This is an optimization exercise on Yosys and OpenROAD, whose aim is small area and a short achievable clock period, not a production implementation.
No activity file was given, so power comes from the tool's default toggle rates.

rev 12:
==> module crc_frame_receiver_core, before the edit <==
module crc_frame_receiver_core (
	input  wire logic               clk,
	input  wire logic               arst_n,
	input  wire logic               magic_wr_en,
	input  wire logic [15:0]        magic_wr_data,
	input  wire logic               in_valid,
	output logic                    in_ready,
	input  wire logic [7:0]         data_byte,
	input  wire logic               last_byte,
	output logic                    out_valid,
	input  wire logic               out_ready,
	output logic [2:0]              status,
	output logic [7:0]              msg_type,
	output logic [31:0]             seq_number,
	output logic [63:0]             timestamp_bits,
	output logic [63:0]             keys_low,
	output logic [15:0]             keys_high,
	output logic signed [15:0]      cursor_dx,
	output logic signed [15:0]      cursor_dy,
	output logic [7:0]              buttons,
	output logic signed [7:0]       scroll,
	output logic [10:0]             payload_length
);
	localparam logic [10:0] CNT_BYTE0 = 11'd2027;
	logic [15:0]  magic_q;
	logic         out_valid_q;
	logic         mid_q;
	logic [10:0]  cnt_q;
	logic         nx_long_q, nx_lt21_q, nx_lt37_q, nx_eq21_q;
	logic         magic_ok_q;
	logic [31:0]  crc_q;
	logic         crc_hi_ok_q;
	logic [31:0]  crc_nxt;
	logic [2:0]   status_q;
	logic [7:0]   type_q;
	logic [31:0]  seq_q;
	logic [63:0]  time_q;
	logic [79:0]  keys_q;
	logic [15:0]  dx_q;
	logic [15:0]  dy_q;
	logic [7:0]   buttons_q;
	logic [7:0]   scroll_q;
	logic         in_xfer;
	logic         first;
	logic [32:0]  at;
	logic [10:0]  cnt_inc;
	logic         long_c;
	logic         len_lt21, len_lt37, len_eq21;
	logic         is_input, is_empty;
	logic         crc_ok;
	logic [2:0]   stat_c;
	logic         drop_hdr, drop_input;
	logic [7:0]   fill;
	logic [32:0]  wr;
	assign in_ready = !out_valid_q || out_ready;
	assign in_xfer  = in_valid && in_ready;
	assign first    = !mid_q;
	assign at[0] = first;
	for (genvar k = 1; k <= 32; k++) begin : g_at
		assign at[k] = mid_q && (cnt_q == 11'((k + 2027) % 2048));
	end
	assign cnt_inc  = (first ? CNT_BYTE0 : cnt_q) + 11'd1;
	assign long_c   = mid_q && nx_long_q;
	assign len_lt21 = first || nx_lt21_q;
	assign len_eq21 = mid_q && nx_eq21_q;
	assign len_lt37 = first || nx_lt37_q;
	assign is_input = (type_q == crcfr_pkg::TYPE_INPUT);
	assign is_empty = (type_q == crcfr_pkg::TYPE_EMPTY);
	assign crc_nxt = crcfr_pkg::crc32_byte(first ? crcfr_pkg::CRC_INIT : crc_q, data_byte);
	assign crc_ok  = ((crc_q[7:0] ^ data_byte) == crcfr_pkg::RES_LOW_KEY) && crc_hi_ok_q;
	always_comb begin
		if (long_c) begin
			stat_c = crcfr_pkg::STATUS_TOO_LONG;
		end else if (len_lt21 || (is_input && len_lt37)) begin
			stat_c = crcfr_pkg::STATUS_SHORT;
		end else if (!magic_ok_q) begin
			stat_c = crcfr_pkg::STATUS_BAD_MAGIC;
		end else if (!crc_ok) begin
			stat_c = crcfr_pkg::STATUS_BAD_CRC;
		end else if (is_empty && len_eq21) begin
			stat_c = crcfr_pkg::STATUS_EMPTY;
		end else begin
			stat_c = crcfr_pkg::STATUS_OK;
		end
	end
	assign drop_hdr   = (stat_c != crcfr_pkg::STATUS_OK);
	assign drop_input = drop_hdr || !is_input;
	assign fill       = last_byte ? 8'd0 : data_byte;
	for (genvar k = 0; k <= 32; k++) begin : g_wr
		if (k >= 17) begin : g_in
			assign wr[k] = at[k] || (last_byte && drop_input);
		end else begin : g_hdr
			assign wr[k] = at[k] || (last_byte && drop_hdr);
		end
	end
	always_ff @(posedge clk or negedge arst_n) begin
		if (!arst_n) begin
			magic_q <= '0;
		end else if (magic_wr_en) begin
			magic_q <= magic_wr_data;
		end
	end
	always_ff @(posedge clk or negedge arst_n) begin
		if (!arst_n) begin
			out_valid_q <= 1'b0;
		end else if (in_xfer && last_byte) begin
			out_valid_q <= 1'b1;
		end else if (out_ready) begin
			out_valid_q <= 1'b0;
		end
	end
	always_ff @(posedge clk or negedge arst_n) begin
		if (!arst_n) begin
			mid_q <= 1'b0;
		end else if (in_xfer) begin
			mid_q <= !last_byte;
		end
	end
	always_ff @(posedge clk) begin
		if (in_xfer) begin
			cnt_q  <= (last_byte && drop_hdr) ? 11'd0 : cnt_inc;
			nx_long_q <= long_c || (mid_q && cnt_q == 11'd2026);
			nx_lt21_q <= first || (cnt_q >= 11'd2027 && cnt_q <= 11'd2045);
			nx_eq21_q <= mid_q && cnt_q == 11'd2046;
			nx_lt37_q <= first || cnt_q >= 11'd2027 || cnt_q <= 11'd13;
			crc_q  <= crc_nxt;
			crc_hi_ok_q <= (crc_nxt[31:8] == crcfr_pkg::RES_HIGH_KEY);
			if (at[0]) magic_ok_q <= (data_byte == magic_q[7:0]);
			if (at[1]) magic_ok_q <= magic_ok_q && (data_byte == magic_q[15:8]);
			if (last_byte) status_q <= stat_c;
			if (wr[3]) type_q <= fill;
			for (int i = 0; i < 4; i++) begin
				if (wr[5 + i]) seq_q[8*i +: 8] <= fill;
			end
			for (int i = 0; i < 8; i++) begin
				if (wr[9 + i]) time_q[8*i +: 8] <= fill;
			end
			for (int i = 0; i < 10; i++) begin
				if (wr[17 + i]) keys_q[8*i +: 8] <= fill;
			end
			for (int i = 0; i < 2; i++) begin
				if (wr[27 + i]) dx_q[8*i +: 8] <= fill;
				if (wr[29 + i]) dy_q[8*i +: 8] <= fill;
			end
			if (wr[31]) buttons_q <= fill;
			if (wr[32]) scroll_q  <= fill;
		end
	end
	assign out_valid      = out_valid_q;
	assign status         = status_q;
	assign msg_type       = type_q;
	assign seq_number     = seq_q;
	assign timestamp_bits = time_q;
	assign payload_length = cnt_q;
	assign keys_low       = keys_q[63:0];
	assign keys_high      = keys_q[79:64];
	assign cursor_dx      = dx_q;
	assign cursor_dy      = dy_q;
	assign buttons        = buttons_q;
	assign scroll         = scroll_q;
endmodule
==> flow/config.mk <==
export PLATFORM = sky130hd
export DESIGN_NAME = crc_frame_receiver_core
export DESIGN_NICKNAME = crc_frame_receiver_core
export VERILOG_FILES = /design/flow/design.v
export SDC_FILE = /design/flow/constraint.sdc
export NUM_CORES = 4
export LEC_CHECK = 0
export CAP_MARGIN = 20
export CORE_MARGIN = 2
export CORE_UTILIZATION = 40
export CTS_BUF_LIST = sky130_fd_sc_hd__clkbuf_8
export SETUP_SLACK_MARGIN = 2.6
export SLEW_MARGIN = 20
export TNS_END_PERCENT = 0
==> flow/constraint.sdc <==
create_clock -name core_clock -period 5.0 [get_ports {clk}]
set_input_delay 1.0000 -clock core_clock [delete_from_list [all_inputs] [get_ports {clk}]]
set_output_delay 1.0000 -clock core_clock [all_outputs]
set_load 0.01 [all_outputs]
standard.sh (not shown) runs the stock make flow with config.mk's settings and CLKGATE_MAP_FILE= SYNTH_SCRIPT=/design/flow/synth_recipe.tcl, a recipe that flattens the netlist after the stock synthesis.
==> flow/flow/run.sh <==
#!/bin/bash
# Layout: the standard ORFS flow, with the port buffers that buffer_ports
# inserts made sky130_fd_sc_hd__buf_1 (the resizer may upsize them later).
set -euo pipefail
export BUFFER_PORTS_ARGS="-buffer_cell sky130_fd_sc_hd__buf_1"
bash standard.sh > standard_flow.log 2>&1
## Diff of input files: rev 13 against rev 12
==> flow/design.v, changed modules only <==
module crc_frame_receiver_core (
	input  wire logic               clk,
	input  wire logic               arst_n,
	input  wire logic               magic_wr_en,
	input  wire logic [15:0]        magic_wr_data,
	input  wire logic               in_valid,
	output logic                    in_ready,
	input  wire logic [7:0]         data_byte,
	input  wire logic               last_byte,
	output logic                    out_valid,
	input  wire logic               out_ready,
	output logic [2:0]              status,
	output logic [7:0]              msg_type,
	output logic [31:0]             seq_number,
	output logic [63:0]             timestamp_bits,
	output logic [63:0]             keys_low,
	output logic [15:0]             keys_high,
	output logic signed [15:0]      cursor_dx,
	output logic signed [15:0]      cursor_dy,
	output logic [7:0]              buttons,
	output logic signed [7:0]       scroll,
	output logic [10:0]             payload_length
);
	localparam logic [10:0] CNT_BYTE0 = 11'd2027;
	logic [15:0]  magic_q;
	logic         out_valid_q;
	logic         mid_q;
	logic [10:0]  cnt_q;
	logic         long_q;
	logic         magic_ok_q;
	logic [31:0]  crc_q;
	logic [2:0]   status_q;
	logic [7:0]   type_q;
	logic [31:0]  seq_q;
	logic [63:0]  time_q;
	logic [79:0]  keys_q;
	logic [15:0]  dx_q;
	logic [15:0]  dy_q;
	logic [7:0]   buttons_q;
	logic [7:0]   scroll_q;
	logic         in_xfer;
	logic         first;
	logic [32:0]  at;
	logic [10:0]  cnt_inc;
	logic         long_c;
	logic         len_lt21, len_lt37, len_eq21;
	logic         is_input, is_empty;
	logic         crc_ok;
	logic [2:0]   stat_c;
	logic         drop_hdr, drop_input;
	logic [7:0]   fill;
	logic [32:0]  wr;
	assign in_ready = !out_valid_q || out_ready;
	assign in_xfer  = in_valid && in_ready;
	assign first    = !mid_q;
	assign at[0] = first;
	for (genvar k = 1; k <= 32; k++) begin : g_at
		assign at[k] = mid_q && (cnt_q == 11'((k + 2027) % 2048));
	end
	assign cnt_inc  = (first ? CNT_BYTE0 : cnt_q) + 11'd1;
	assign long_c   = mid_q && (long_q || cnt_q == CNT_BYTE0);
	assign len_lt21 = first || (cnt_q >= 11'd2028 && cnt_q <= 11'd2046);
	assign len_eq21 = mid_q && (cnt_q == 11'd2047);
	assign len_lt37 = first || cnt_q >= 11'd2028 || cnt_q <= 11'd14;
	assign is_input = (type_q == crcfr_pkg::TYPE_INPUT);
	assign is_empty = (type_q == crcfr_pkg::TYPE_EMPTY);
	assign crc_ok = ((crc_q[7:0] ^ data_byte) == crcfr_pkg::RES_LOW_KEY)
	             && (crc_q[31:8] == crcfr_pkg::RES_HIGH_KEY);
	always_comb begin
		if (long_c) begin
			stat_c = crcfr_pkg::STATUS_TOO_LONG;
		end else if (len_lt21 || (is_input && len_lt37)) begin
			stat_c = crcfr_pkg::STATUS_SHORT;
		end else if (!magic_ok_q) begin
			stat_c = crcfr_pkg::STATUS_BAD_MAGIC;
		end else if (!crc_ok) begin
			stat_c = crcfr_pkg::STATUS_BAD_CRC;
		end else if (is_empty && len_eq21) begin
			stat_c = crcfr_pkg::STATUS_EMPTY;
		end else begin
			stat_c = crcfr_pkg::STATUS_OK;
		end
	end
	assign drop_hdr   = (stat_c != crcfr_pkg::STATUS_OK);
	assign drop_input = drop_hdr || !is_input;
	assign fill       = last_byte ? 8'd0 : data_byte;
	for (genvar k = 0; k <= 32; k++) begin : g_wr
		if (k >= 17) begin : g_in
			assign wr[k] = at[k] || (last_byte && drop_input);
		end else begin : g_hdr
			assign wr[k] = at[k] || (last_byte && drop_hdr);
		end
	end
	always_ff @(posedge clk or negedge arst_n) begin
		if (!arst_n) begin
			magic_q <= '0;
		end else if (magic_wr_en) begin
			magic_q <= magic_wr_data;
		end
	end
	always_ff @(posedge clk or negedge arst_n) begin
		if (!arst_n) begin
			out_valid_q <= 1'b0;
		end else if (in_xfer && last_byte) begin
			out_valid_q <= 1'b1;
		end else if (out_ready) begin
			out_valid_q <= 1'b0;
		end
	end
	always_ff @(posedge clk or negedge arst_n) begin
		if (!arst_n) begin
			mid_q <= 1'b0;
		end else if (in_xfer) begin
			mid_q <= !last_byte;
		end
	end
	always_ff @(posedge clk) begin
		if (in_xfer) begin
			cnt_q  <= (last_byte && drop_hdr) ? 11'd0 : cnt_inc;
			long_q <= long_c;
			crc_q  <= crcfr_pkg::crc32_byte(first ? crcfr_pkg::CRC_INIT : crc_q, data_byte);
			if (at[0]) magic_ok_q <= (data_byte == magic_q[7:0]);
			if (at[1]) magic_ok_q <= magic_ok_q && (data_byte == magic_q[15:8]);
			if (last_byte) status_q <= stat_c;
			if (wr[3]) type_q <= fill;
			for (int i = 0; i < 4; i++) begin
				if (wr[5 + i]) seq_q[8*i +: 8] <= fill;
			end
			for (int i = 0; i < 8; i++) begin
				if (wr[9 + i]) time_q[8*i +: 8] <= fill;
			end
			for (int i = 0; i < 10; i++) begin
				if (wr[17 + i]) keys_q[8*i +: 8] <= fill;
			end
			for (int i = 0; i < 2; i++) begin
				if (wr[27 + i]) dx_q[8*i +: 8] <= fill;
				if (wr[29 + i]) dy_q[8*i +: 8] <= fill;
			end
			if (wr[31]) buttons_q <= fill;
			if (wr[32]) scroll_q  <= fill;
		end
	end
	assign out_valid      = out_valid_q;
	assign status         = status_q;
	assign msg_type       = type_q;
	assign seq_number     = seq_q;
	assign timestamp_bits = time_q;
	assign payload_length = cnt_q;
	assign keys_low       = keys_q[63:0];
	assign keys_high      = keys_q[79:64];
	assign cursor_dx      = dx_q;
	assign cursor_dy      = dy_q;
	assign buttons        = buttons_q;
	assign scroll         = scroll_q;
endmodule
Findings:
- Looking at maximum cell stage delay along the critical path, rev 13 sits below rev 12.
- Rev 13 vs. rev 12: cell count along the critical path shrank by 2, synthesized area shrank by 400 um^2.
- Changes observed in rev 13 relative to rev 12: via count decreased 240, area of placed instances shrank by 2.0%, achievable frequency moved up, post-layout worst setup margin went up 0.23 ns.
- Looking at logic gate share of total power across rev 12 and rev 13, the one that comes out lower is rev 13.
- [compare] base=rev 12 new=rev 13: source-to-sink clock delay at the later pin of the worst-skew pair did not really move, utilization went up, layout overhead on the synthesized area went up.
- Rev 12 vs rev 13, beginning of the critical path: data_byte[1] vs cnt_q[6]
No run of this note included a check of the RTL's function; only the layout flow was run.

## static timing again, ports no longer ideal
How much do the figures lean on ideal ports? The routed layouts below were timed once more, with nothing changed but the port constraints.
Step 1 assumes that a clkbuf_16 drives the clock port and a buf_2 every other input.
Step 2 moves the port delays by t, midway between the first and last clock arrival at a register: inputs arrive t later, outputs are due t later. That takes back most of the time a late clock gives input paths.
a / b / c = ideal / step 1 / step 2; a / b = the first two.
run	t (ns)	setup WS [ns]	clock arrival spread, ns	worst register clock-pin slew, ns
rev 12	0.603	2.259 / 2.279 / 1.676	0.029 / 0.029	0.06 / 0.06
rev 13	0.600	2.491 / 2.484 / 1.991	0.020 / 0.020	0.07 / 0.07
After both steps setup and hold are still met in every run listed. The setup slack of rev 12, which loses most, moves by +0.020 ns with the drivers and by -0.583 ns with both steps.
